Background: an optimization exercise with open tools, aiming at small area. Do not read the settings as production practice.
Function was checked by simulation only, so behaviour that the tests miss may differ from the original.
Power figures rest on the tool's default switching activity, not on a simulated workload. The flow treats the clock pin as an ideal source, which a real chip does not have.

==> run C <==
// la_top
module la_top (
  input  logic                  clk_80m,
  input  logic                  arst_n,
  input  logic                  lb_cs_ctrl,
  input  logic                  lb_cs_data,
  input  logic                  lb_wr,
  input  logic                  lb_rd,
  input  logic [word_w-1:0]     lb_wr_d,
  output logic [word_w-1:0]     lb_rd_d,
  output logic                  lb_rd_rdy,
  input  logic                  psu_fault,
  input  logic                  psu_good,
  input  logic [fsm_w-1:0]      psu_fsm,
  input  logic                  tx_cadence,
  input  logic                  tx_waveform,
  input  logic                  tx_receive,
  input  logic [tx_index_w-1:0] tx_index,
  input  logic [adc_w-1:0]      adc_a,
  input  logic [adc_w-1:0]      adc_b
);
  logic                  tick;          
  logic                  pre_tick;
  logic [ts_w-1:0]       timestamp;
  logic [cw_w-1:0]       sample_cw;
  logic                  arm;
  logic                  stop;
  logic                  src_sel;
  logic [1:0]            state;
  logic [cnt_w-1:0]      wr_count;
  logic [ram_addr_w-1:0] rot;
  logic                  pend_vld;
  logic [ram_addr_w-1:0] pend_addr;
  logic                  ins_en;
  logic [1:0]            ins_row;
  logic [ram_addr_w-2:0] rd_idx;
  logic [cw_w-1:0]       rd_data;
  logic                  rd_byp;
  always_ff @(posedge clk_80m or negedge arst_n) begin
    if (!arst_n) begin
      rot <= '0;
    end else begin
      rot <= rot + 1'b1;
    end
  end
  time_base i_time_base (
    .clk_80m   (clk_80m),
    .arst_n    (arst_n),
    .tick      (tick),
    .pre_tick  (pre_tick),
    .timestamp (timestamp)
  );
  probe_format i_probe_format (
    .clk_80m     (clk_80m),
    .pre_tick    (pre_tick),
    .psu_fault   (psu_fault),
    .psu_good    (psu_good),
    .psu_fsm     (psu_fsm),
    .tx_cadence  (tx_cadence),
    .tx_waveform (tx_waveform),
    .tx_receive  (tx_receive),
    .tx_index    (tx_index),
    .adc_a       (adc_a),
    .adc_b       (adc_b),
    .src_sel     (src_sel),
    .sample_cw   (sample_cw)
  );
  capture_ctrl i_capture_ctrl (
    .clk_80m   (clk_80m),
    .arst_n    (arst_n),
    .tick      (tick),
    .arm       (arm),
    .stop      (stop),
  ...
make LEC_CHECK=0 CAP_MARGIN=20 CELL_PAD_IN_SITES_DETAIL_PLACEMENT=1 CELL_PAD_IN_SITES_GLOBAL_PLACEMENT=2 CORE_MARGIN=2 CORE_UTILIZATION=55 CTS_BUF_LIST=sky130_fd_sc_hd__clkbuf_8 CTS_CLUSTER_DIAMETER=45 CTS_CLUSTER_SIZE=20 PLACE_DENSITY=0.65 SLEW_MARGIN=20 SYNTH_HIERARCHICAL=1 SYNTH_MEMORY_MAX_BITS=16384 SYNTH_MINIMUM_KEEP_SIZE=0 finish   # period 12.5 ns
run.sh (not shown) runs the stock make flow with config.mk's settings and CLKGATE_MAP_FILE= SYNTH_SCRIPT=/design/flow/synth_recipe.tcl, a recipe that flattens the netlist after the stock synthesis.
==> run H: changes against run C <==
--- a/flow/design.v
+++ b/flow/design.v
@@ -182,21 +182,24 @@
     end
   end
   assign ins_pos = pend_addr + ~rot;
   assign ins_en  = pend_vld && (ins_pos[5:0] == 6'd0);
   assign ins_row = ins_pos[7:6];
   always_ff @(posedge clk_80m or negedge arst_n) begin
     if (!arst_n) begin
-      pend_vld  <= 1'b0;
-      pend_addr <= '0;
+      pend_vld <= 1'b0;
     end else if (wr_go) begin
-      pend_vld  <= 1'b1;
-      pend_addr <= wr_count[ram_addr_w-1:0];
+      pend_vld <= 1'b1;
     end else if (ins_en) begin
-      pend_vld  <= 1'b0;
+      pend_vld <= 1'b0;
+    end
+  end
+  always_ff @(posedge clk_80m) begin
+    if (wr_go) begin
+      pend_addr <= wr_count[ram_addr_w-1:0];
     end
   end
 endmodule
 `timescale 1ns/1ps
 import sump_pkg::*;
 module capture_ram (
   input  logic                    clk_80m,
@@ -349,25 +352,25 @@
   assign byp     = pend_vld && (pend_addr == rd_ptr);
   assign byp_eff = late_p1 ? byp_p1 : byp;
   assign rd_byp  = byp_eff;
   assign mem_cw  = rd_data;
   always_ff @(posedge clk_80m or negedge arst_n) begin
     if (!arst_n) begin
       rd_vld_p1 <= 1'b0;
-      late_p1   <= 1'b0;
-      byp_p1    <= 1'b0;
       lb_rd_rdy <= 1'b0;
     end else begin
       rd_vld_p1 <= ctrl_rd || data_rd;
-      late_p1   <= data_rd && rd_pos[0];
-      byp_p1    <= byp;
       lb_rd_rdy <= rd_vld_p1;
     end
   end
   always_ff @(posedge clk_80m) begin
+    late_p1 <= data_rd && rd_pos[0];
+    byp_p1  <= byp;
+  end
+  always_ff @(posedge clk_80m) begin
     if (ctrl_rd) begin
       hold_p1  <= ctrl_word[ts_w-1:0];
       hold_dig <= 1'b0;
     end else begin
       hold_p1  <= ts_w'(mem_cw[cw_src-1:0]);
       hold_dig <= !mem_cw[cw_src];
     end
==> flow/flow/run.sh (new file) <==
#!/bin/bash
# The standard ORFS layout (standard.sh, unchanged synthesis), with two changes:
# ports get a buf_2 buffer instead of the default pick, and CTS adds no dummy loads.
set -euo pipefail
export BUFFER_PORTS_ARGS="-buffer_cell sky130_fd_sc_hd__buf_2"
export CTS_ARGS="-sink_clustering_enable -repair_clock_nets -sink_clustering_size 19 -sink_clustering_max_diameter 70 -buf_list sky130_fd_sc_hd__clkbuf_8 -dont_use_dummy_load"
bash standard.sh > standard.log 2>&1
==> flow/standard.sh (new file) <==
#!/bin/bash
# synth_recipe.tcl (not shown) runs the flow's synth.tcl, then flattens the netlist and writes it again
# the make line also repeats each setting of config.mk as NAME=value (left out here)
make -C /OpenROAD-flow-scripts/flow DESIGN_CONFIG=/design/flow/config.mk WORK_HOME=/design/flow/orfs CLKGATE_MAP_FILE= SYNTH_SCRIPT=/design/flow/synth_recipe.tcl "${@:-finish}"
Settings changed: CORE_UTILIZATION 55 to 70, CTS_CLUSTER_DIAMETER 45 to 70, CTS_CLUSTER_SIZE 20 to 19, PLACE_DENSITY 0.65 to 0.8.
removed: flow/run.sh
==> results.txt <==
quantity	run C	run H
Run status	complete, no violations	did not finish
Stage where the flow stopped	-	5_1_grt
Max H-tree Level	6	5
Number of port buffers	86	86
Mean Syn Cell Area	17.0 µm²	17.0 µm²
Clk root buf	clkbuf_8	clkbuf_8
Gate count after technology mapping	8877	8868
Combined area of all synthesized cells	151000 µm²	151000 µm²
Horizontal die dimension	528 µm	469 µm
Mux contribution to synthesized area	0.0129	0.0123
Number of flops mapped to enable cells by yosys	25	33
Dpl ws	5.48 ns	5.15 ns
Placed insts	12700	11900
Vertical extent of the die	528 µm	469 µm
Area after DPL	159000 µm²	157000 µm²
Share of synthesized cell area in full adder, half adder and majority cells	0.00258	0.00258
Cts bufs inserted	548	395
XOR/XNOR Fraction of Synth Area	0.00249	0.00238
Area fraction in and, or, nand and nor cells after synthesis	0.0291	0.0291
Fraction of post-synthesis cell area in the top cell type by area	0.855	0.856
Share of synthesized area occupied by flip-flops and latches	0.873	0.874
Gpl congestion	0.827	0.859
Number of rows in the core area	192	170
Synthesized netlist net count	8985	8976
Share of the synthesized area in compound gates (AO/OA/AOI/OAI)	0.0757	0.0758
Proportion of synthesized flip-flops having asynchronous set or reset	0.0125	0.0110
HPWL reported at the end of detailed placement	255 mm	284 mm
Starting utilization of the core area	0.553	0.704


==> 09-12: inputs <==
la_top again, from the RTL that the note above started with.
clock: 12.5 ns
lec_check: 0
cap_margin: 20
cell_pad_in_sites_detail_placement: 1
cell_pad_in_sites_global_placement: 2
core_margin: 2
core_utilization: 50
cts_buf_list: sky130_fd_sc_hd__clkbuf_8
cts_cluster_diameter: 70
cts_cluster_size: 19
place_density: 0.6
slew_margin: 20
synth_hierarchical: 1
synth_memory_max_bits: 16384
synth_minimum_keep_size: 0
Stock flow here: none of the scripts above is used.
==> inputs of 06-05, as changes to 09-12 <==
==> flow/config.mk (replaced) <==
export PLATFORM = sky130hd
export DESIGN_NAME = la_top
export DESIGN_NICKNAME = la_top
export VERILOG_FILES = /design/flow/design.v
export SDC_FILE = /design/flow/constraint.sdc
export NUM_CORES = 4
export LEC_CHECK = 0
export CAP_MARGIN = 0
export CELL_PAD_IN_SITES_DETAIL_PLACEMENT = 1
export CELL_PAD_IN_SITES_GLOBAL_PLACEMENT = 2
export CORE_MARGIN = 2
export CORE_UTILIZATION = 40
export CTS_BUF_LIST = sky130_fd_sc_hd__clkbuf_8
export CTS_CLUSTER_DIAMETER = 70
export CTS_CLUSTER_SIZE = 19
export PLACE_DENSITY = 0.5
export SLEW_MARGIN = 0
export SYNTH_HIERARCHICAL = 1
export SYNTH_MEMORY_MAX_BITS = 16384
export SYNTH_MINIMUM_KEEP_SIZE = 0
==> inputs of 11-15, as changes to 09-12 <==
--- a/flow/design.v
+++ b/flow/design.v
@@ -199,64 +199,31 @@
 `timescale 1ns/1ps
 import sump_pkg::*;
 module capture_ram (
   input  logic                    clk_80m,
   input  logic                    ins_en,
   input  logic [1:0]              ins_row,    
   input  logic [cw_w-1:0]         ins_data,
   input  logic [ram_addr_w-2:0]   rd_idx,     
-  input  logic                    byp,        
-  input  logic [cw_w-1:0]         byp_data,
   output logic [cw_w-1:0]         rd_data     
 );
   logic [ram_depth-1:0][cw_w-1:0] ring;
   always_ff @(posedge clk_80m) begin
     for (int p = 0; p < ram_depth; p++) begin
       if (p % 64 == 0 && ins_en && ins_row == 2'(p / 64)) begin
         ring[p] <= ins_data;
       end else begin
         ring[p] <= ring[(p + 1) % ram_depth];
       end
     end
   end
-  localparam int n_in = ram_depth / 2 + 1;   
-  logic [n_in-1:0] rd_hot;
-  assign rd_hot = byp ? {1'b1, (ram_depth/2)'(0)} : n_in'(1) << rd_idx;
-  for (genvar b = 0; b < cw_w; b++) begin : g_rd
-    logic [n_in-1:0] col;
-    for (genvar i = 0; i < ram_depth / 2; i++) begin : g_col
-      assign col[i] = ring[2 * i][b];
-    end
-    assign col[n_in-1] = byp_data[b];
-    rd_slice i_rd_slice (
-      .d   (col),
-      .sel (rd_hot),
-      .y   (rd_data[b])
-    );
-  end
-endmodule
-module rd_slice (
-  input  logic [ram_depth/2:0] d,
-  input  logic [ram_depth/2:0] sel,
-  output logic                 y
-);
-  localparam int n3 = (ram_depth / 2 + 1) / 3;   
-  logic [n3-1:0] grp_n;
-  for (genvar g = 0; g < n3; g++) begin : g_aoi
-    rd_aoi3 i_aoi (.d(d[3*g +: 3]), .sel(sel[3*g +: 3]), .y_n(grp_n[g]));
+  always_comb begin
+    rd_data = ring[{rd_idx, 1'b0}];
   end
-  assign y = ~&grp_n;
-endmodule
-module rd_aoi3 (
-  input  logic [2:0] d,
-  input  logic [2:0] sel,
-  output logic       y_n
-);
-  assign y_n = ~|(d & sel);
 endmodule
 `timescale 1ns/1ps
 import sump_pkg::*;
 module lb_regs (
   input  logic                  clk_80m,
   input  logic                  arst_n,
   input  logic                  lb_cs_ctrl,
   input  logic                  lb_cs_data,
@@ -268,20 +235,20 @@
   input  logic [ts_w-1:0]       timestamp,
   output logic                  arm,          
   output logic                  stop,         
   output logic                  src_sel,      
   input  logic [1:0]            state,
   input  logic [cnt_w-1:0]      wr_count,
   input  logic [ram_addr_w-1:0] rot,          
   output logic [ram_addr_w-2:0] rd_idx,       
-  output logic                  rd_byp,       
   input  logic [cw_w-1:0]       rd_data,      
   input  logic                  pend_vld,
-  input  logic [ram_addr_w-1:0] pend_addr
+  input  logic [ram_addr_w-1:0] pend_addr,
+  input  logic [cw_w-1:0]       pend_data
 );
   logic [op_w-1:0]       opcode;
   logic                  ctrl_wr;
   logic                  ctrl_rd;
   logic                  data_wr;
   logic                  data_rd;
   logic                  rd_sel;       
   logic [ram_addr_w-1:0] rd_ptr;
@@ -293,18 +260,16 @@
   logic [cw_w-1:0]       mem_cw;       
   logic                  rd_vld_p1;    
   logic                  late_p1;      
   logic                  byp_p1;
   logic [ts_w-1:0]       hold_p1;      
   logic                  hold_dig;     
   logic [ts_w-1:0]       out_v;
   logic                  out_dig;
-  logic [ts_w-1:0]       rd_v;         
-  logic                  rd_dig;       
   assign ctrl_wr = lb_cs_ctrl && lb_wr;
   assign ctrl_rd = lb_cs_ctrl && lb_rd;
   assign data_wr = lb_cs_data && lb_wr;
   assign data_rd = lb_cs_data && lb_rd;
   assign opcode  = lb_wr_d[op_w-1:0];
   always_ff @(posedge clk_80m or negedge arst_n) begin
     if (!arst_n) begin
       arm     <= 1'b0;
@@ -343,18 +308,17 @@
     status_word[stat_src_bit]               = src_sel;
     status_word[stat_count_lsb +: cnt_w]    = wr_count;
   end
   assign ctrl_word = (rd_sel == rdsel_time) ? word_w'(timestamp) : status_word;
   assign rd_pos  = rd_ptr - rot;
   assign rd_idx  = rd_pos[ram_addr_w-1:1];
   assign byp     = pend_vld && (pend_addr == rd_ptr);
   assign byp_eff = late_p1 ? byp_p1 : byp;
-  assign rd_byp  = byp_eff;
-  assign mem_cw  = rd_data;
+  assign mem_cw  = byp_eff ? pend_data : rd_data;
   always_ff @(posedge clk_80m or negedge arst_n) begin
     if (!arst_n) begin
       rd_vld_p1 <= 1'b0;
       late_p1   <= 1'b0;
       byp_p1    <= 1'b0;
       lb_rd_rdy <= 1'b0;
     end else begin
       rd_vld_p1 <= ctrl_rd || data_rd;
@@ -370,31 +334,27 @@
     end else begin
       hold_p1  <= ts_w'(mem_cw[cw_src-1:0]);
       hold_dig <= !mem_cw[cw_src];
     end
   end
   assign out_v   = late_p1 ? ts_w'(mem_cw[cw_src-1:0]) : hold_p1;
   assign out_dig = late_p1 ? !mem_cw[cw_src] : hold_dig;
   always_ff @(posedge clk_80m) begin
-    rd_v   <= out_v;
-    rd_dig <= out_dig;
-  end
-  always_comb begin
-    if (rd_dig) begin
-      lb_rd_d                                  = '0;
-      lb_rd_d[dig_fault_bit]                   = rd_v[dig_fault_bit];
-      lb_rd_d[dig_good_bit]                    = rd_v[dig_good_bit];
-      lb_rd_d[dig_onehot_lsb +: fsm_states]    = fsm_states'(1) << rd_v[dfsm_lsb +: fsm_w];
-      lb_rd_d[dig_cadence_bit]                 = rd_v[dig_cadence_bit];
-      lb_rd_d[dig_waveform_bit]                = rd_v[dig_waveform_bit];
-      lb_rd_d[dig_receive_bit]                 = rd_v[dig_receive_bit];
-      lb_rd_d[dig_index_lsb +: tx_index_w]     = rd_v[didx_lsb +: tx_index_w];
+    if (out_dig) begin
+      lb_rd_d                                  <= '0;
+      lb_rd_d[dig_fault_bit]                   <= out_v[dig_fault_bit];
+      lb_rd_d[dig_good_bit]                    <= out_v[dig_good_bit];
+      lb_rd_d[dig_onehot_lsb +: fsm_states]    <= fsm_states'(1) << out_v[dfsm_lsb +: fsm_w];
+      lb_rd_d[dig_cadence_bit]                 <= out_v[dig_cadence_bit];
+      lb_rd_d[dig_waveform_bit]                <= out_v[dig_waveform_bit];
+      lb_rd_d[dig_receive_bit]                 <= out_v[dig_receive_bit];
+      lb_rd_d[dig_index_lsb +: tx_index_w]     <= out_v[didx_lsb +: tx_index_w];
     end else begin
-      lb_rd_d = word_w'(rd_v);
+      lb_rd_d <= word_w'(out_v);
     end
   end
 endmodule
 `timescale 1ns/1ps
 import sump_pkg::*;
 module la_top (
   input  logic                  clk_80m,
   input  logic                  arst_n,
@@ -426,17 +386,16 @@
   logic [cnt_w-1:0]      wr_count;
   logic [ram_addr_w-1:0] rot;
   logic                  pend_vld;
   logic [ram_addr_w-1:0] pend_addr;
   logic                  ins_en;
   logic [1:0]            ins_row;
   logic [ram_addr_w-2:0] rd_idx;
   logic [cw_w-1:0]       rd_data;
-  logic                  rd_byp;
   always_ff @(posedge clk_80m or negedge arst_n) begin
     if (!arst_n) begin
       rot <= '0;
     end else begin
       rot <= rot + 1'b1;
     end
   end
   time_base i_time_base (
@@ -476,18 +435,16 @@
     .ins_row   (ins_row)
   );
   capture_ram i_capture_ram (
     .clk_80m  (clk_80m),
     .ins_en   (ins_en),
     .ins_row  (ins_row),
     .ins_data (sample_cw),
     .rd_idx   (rd_idx),
-    .byp      (rd_byp),
-    .byp_data (sample_cw),
     .rd_data  (rd_data)
   );
   lb_regs i_lb_regs (
     .clk_80m    (clk_80m),
     .arst_n     (arst_n),
     .lb_cs_ctrl (lb_cs_ctrl),
     .lb_cs_data (lb_cs_data),
     .lb_wr      (lb_wr),
@@ -501,11 +458,11 @@
     .src_sel    (src_sel),
     .state      (state),
     .wr_count   (wr_count),
     .rot        (rot),
     .rd_idx     (rd_idx),
     .rd_data    (rd_data),
     .pend_vld   (pend_vld),
     .pend_addr  (pend_addr),
-    .rd_byp     (rd_byp)
+    .pend_data  (sample_cw)
   );
 endmodule
==> flow/config.mk (replaced) <==
export PLATFORM = sky130hd
export DESIGN_NAME = la_top
export DESIGN_NICKNAME = la_top
export VERILOG_FILES = /design/flow/design.v
export SDC_FILE = /design/flow/constraint.sdc
export NUM_CORES = 4
export LEC_CHECK = 0
export CAP_MARGIN = 20
export CELL_PAD_IN_SITES_DETAIL_PLACEMENT = 1
export CELL_PAD_IN_SITES_GLOBAL_PLACEMENT = 2
export CORE_MARGIN = 2
export CORE_UTILIZATION = 30
export PLACE_DENSITY = 0.4
export SLEW_MARGIN = 20
export SYNTH_MEMORY_MAX_BITS = 16384
==> inputs of 01-14, as changes to 09-12 <==
==> flow/flow/run.sh (new file) <==
#!/bin/bash
# The standard ORFS layout (standard.sh, unchanged synthesis), with two changes:
# ports get a buf_2 buffer instead of the default pick, and CTS adds no dummy loads.
set -euo pipefail
export BUFFER_PORTS_ARGS="-buffer_cell sky130_fd_sc_hd__buf_2"
export CTS_ARGS="-sink_clustering_enable -repair_clock_nets -sink_clustering_size 34 -sink_clustering_max_diameter 80 -buf_list sky130_fd_sc_hd__clkbuf_16 -dont_use_dummy_load"
bash standard.sh > standard.log 2>&1
==> flow/standard.sh (new file) <==
#!/bin/bash
# synth_recipe.tcl (not shown) runs the flow's synth.tcl, then flattens the netlist and writes it again
# the make line also repeats each setting of config.mk as NAME=value (left out here)
make -C /OpenROAD-flow-scripts/flow DESIGN_CONFIG=/design/flow/config.mk WORK_HOME=/design/flow/orfs CLKGATE_MAP_FILE= SYNTH_SCRIPT=/design/flow/synth_recipe.tcl "${@:-finish}"
==> flow/config.mk (replaced) <==
export PLATFORM = sky130hd
export DESIGN_NAME = la_top
export DESIGN_NICKNAME = la_top
export VERILOG_FILES = /design/flow/design.v
export SDC_FILE = /design/flow/constraint.sdc
export NUM_CORES = 4
export LEC_CHECK = 0
export CAP_MARGIN = 20
export CELL_PAD_IN_SITES_DETAIL_PLACEMENT = 1
export CELL_PAD_IN_SITES_GLOBAL_PLACEMENT = 2
export CORE_MARGIN = 2
export CORE_UTILIZATION = 60
export CTS_BUF_LIST = sky130_fd_sc_hd__clkbuf_8
export CTS_CLUSTER_DIAMETER = 70
export CTS_CLUSTER_SIZE = 19
export PLACE_DENSITY = 0.72
export SLEW_MARGIN = 20
export SYNTH_HIERARCHICAL = 1
export SYNTH_MEMORY_MAX_BITS = 16384
export SYNTH_MINIMUM_KEEP_SIZE = 0
removed: flow/run.sh
==> comparison table <==
metric                                                                                              11-15                       01-14                       09-12                       06-05
Outcome                                                                  no timing/DRC/antenna violations  no timing/DRC/antenna violations  no timing/DRC/antenna violations  no timing/DRC/antenna violations
Drt total wl                                                                                   428,000 um                  412,000 um                  422,000 um                  448,000 um
Worst Setup EP                                                               i_lb_regs.lb_rd_d[5]$_DFF_P_  i_lb_regs.rd_v[21]$_DFF_P_  i_lb_regs.rd_v[18]$_DFF_P_  i_lb_regs.rd_v[20]$_DFF_P_
Net Switching                                                                                     11.9 mW                     6.22 mW                     6.51 mW                     6.76 mW
Root Buffer Master                                                             sky130_fd_sc_hd__clkbuf_16  sky130_fd_sc_hd__clkbuf_16   sky130_fd_sc_hd__clkbuf_8   sky130_fd_sc_hd__clkbuf_8
Routed wl met3                                                                                  14,900 um                   27,500 um                   26,500 um                   21,000 um
Most frequent cell on the critical path                                                                 -                           -      sky130_fd_sc_hd__buf_4      sky130_fd_sc_hd__buf_4
Combinational group power                                                                         4.90 mW                    0.597 mW                    0.615 mW                    0.623 mW
Fraction of layout cells with a size suffix above 1                                                 18.1%                       9.21%                       10.6%                       10.9%
Worst-path maximum fanout                                                                              52                          36                          46                          33
Final critical-path required period                                                               7.02 ns                     7.04 ns                     7.15 ns                     6.98 ns
Required time reported for the critical path endpoint                                            13.40 ns                    13.25 ns                    13.54 ns                    13.48 ns
Critical Path Stages                                                                                   13                          15                          16                          17
Leakage component of the power                                                                    75.6 nW                     62.3 nW                     62.7 nW                     63.1 nW
Share of synthesized cell area in full adder, half adder and majority cells                        0.245%                      0.258%                      0.258%                      0.258%
#FFs+latches synth                                                                                  6,566                       6,561                       6,561                       6,561
Total power consumption of the routed design                                                      46.9 mW                     30.4 mW                     30.4 mW                     30.9 mW
Sequential cell count of the final layout                                                           6,566                       6,561                       6,561                       6,561
Total Routing Usage GR                                                                              15.3%                       31.6%                       27.0%                       23.0%
Worst vdd rail ir drop                                                                           0.183 mV                    0.156 mV                    0.107 mV                    0.109 mV
Synthesized-area fraction occupied by ao, oa, aoi and oai cells                                     2.67%                       7.57%                       7.57%                       7.57%
Count of vias placed by the detailed router                                                        79,300                      75,400                      75,400                      75,700

-- static timing again, ports no longer ideal --
In the flow no input, the clock included, has a driving cell. The finished layouts below were timed again as built, in two steps.
Step 1 (the two cells are an assumption about what drives the block):
set clk [get_ports {clk_80m}]
set_driving_cell -lib_cell sky130_fd_sc_hd__clkbuf_16 $clk
set_driving_cell -lib_cell sky130_fd_sc_hd__buf_2 [delete_from_list [all_inputs] $clk]
Step 2 also shifts input and output timing later by t, the mid clock arrival at the registers, as if the neighbouring blocks saw the same clock.
a / b / c = ideal / step 1 / step 2; a / b = the first two.
| run | t (ns) | setup WS [ns] | worst data-port slew with drivers (ns) |
|---|---|---|---|
| run C | 1.276 | 5.418 / 5.418 / 5.418 | 0.06 |
| 09-12 | 1.198 | 5.348 / 5.348 / 5.348 | 0.08 |
| 06-05 | 1.183 | 5.518 / 5.518 / 5.518 | 0.07 |
| 11-15 | 1.165 | 5.478 / 5.478 / 5.478 | 0.22 |
| 01-14 | 0.979 | 5.464 / 5.464 / 5.464 | 0.06 |
After both steps every run listed still meets setup and hold.
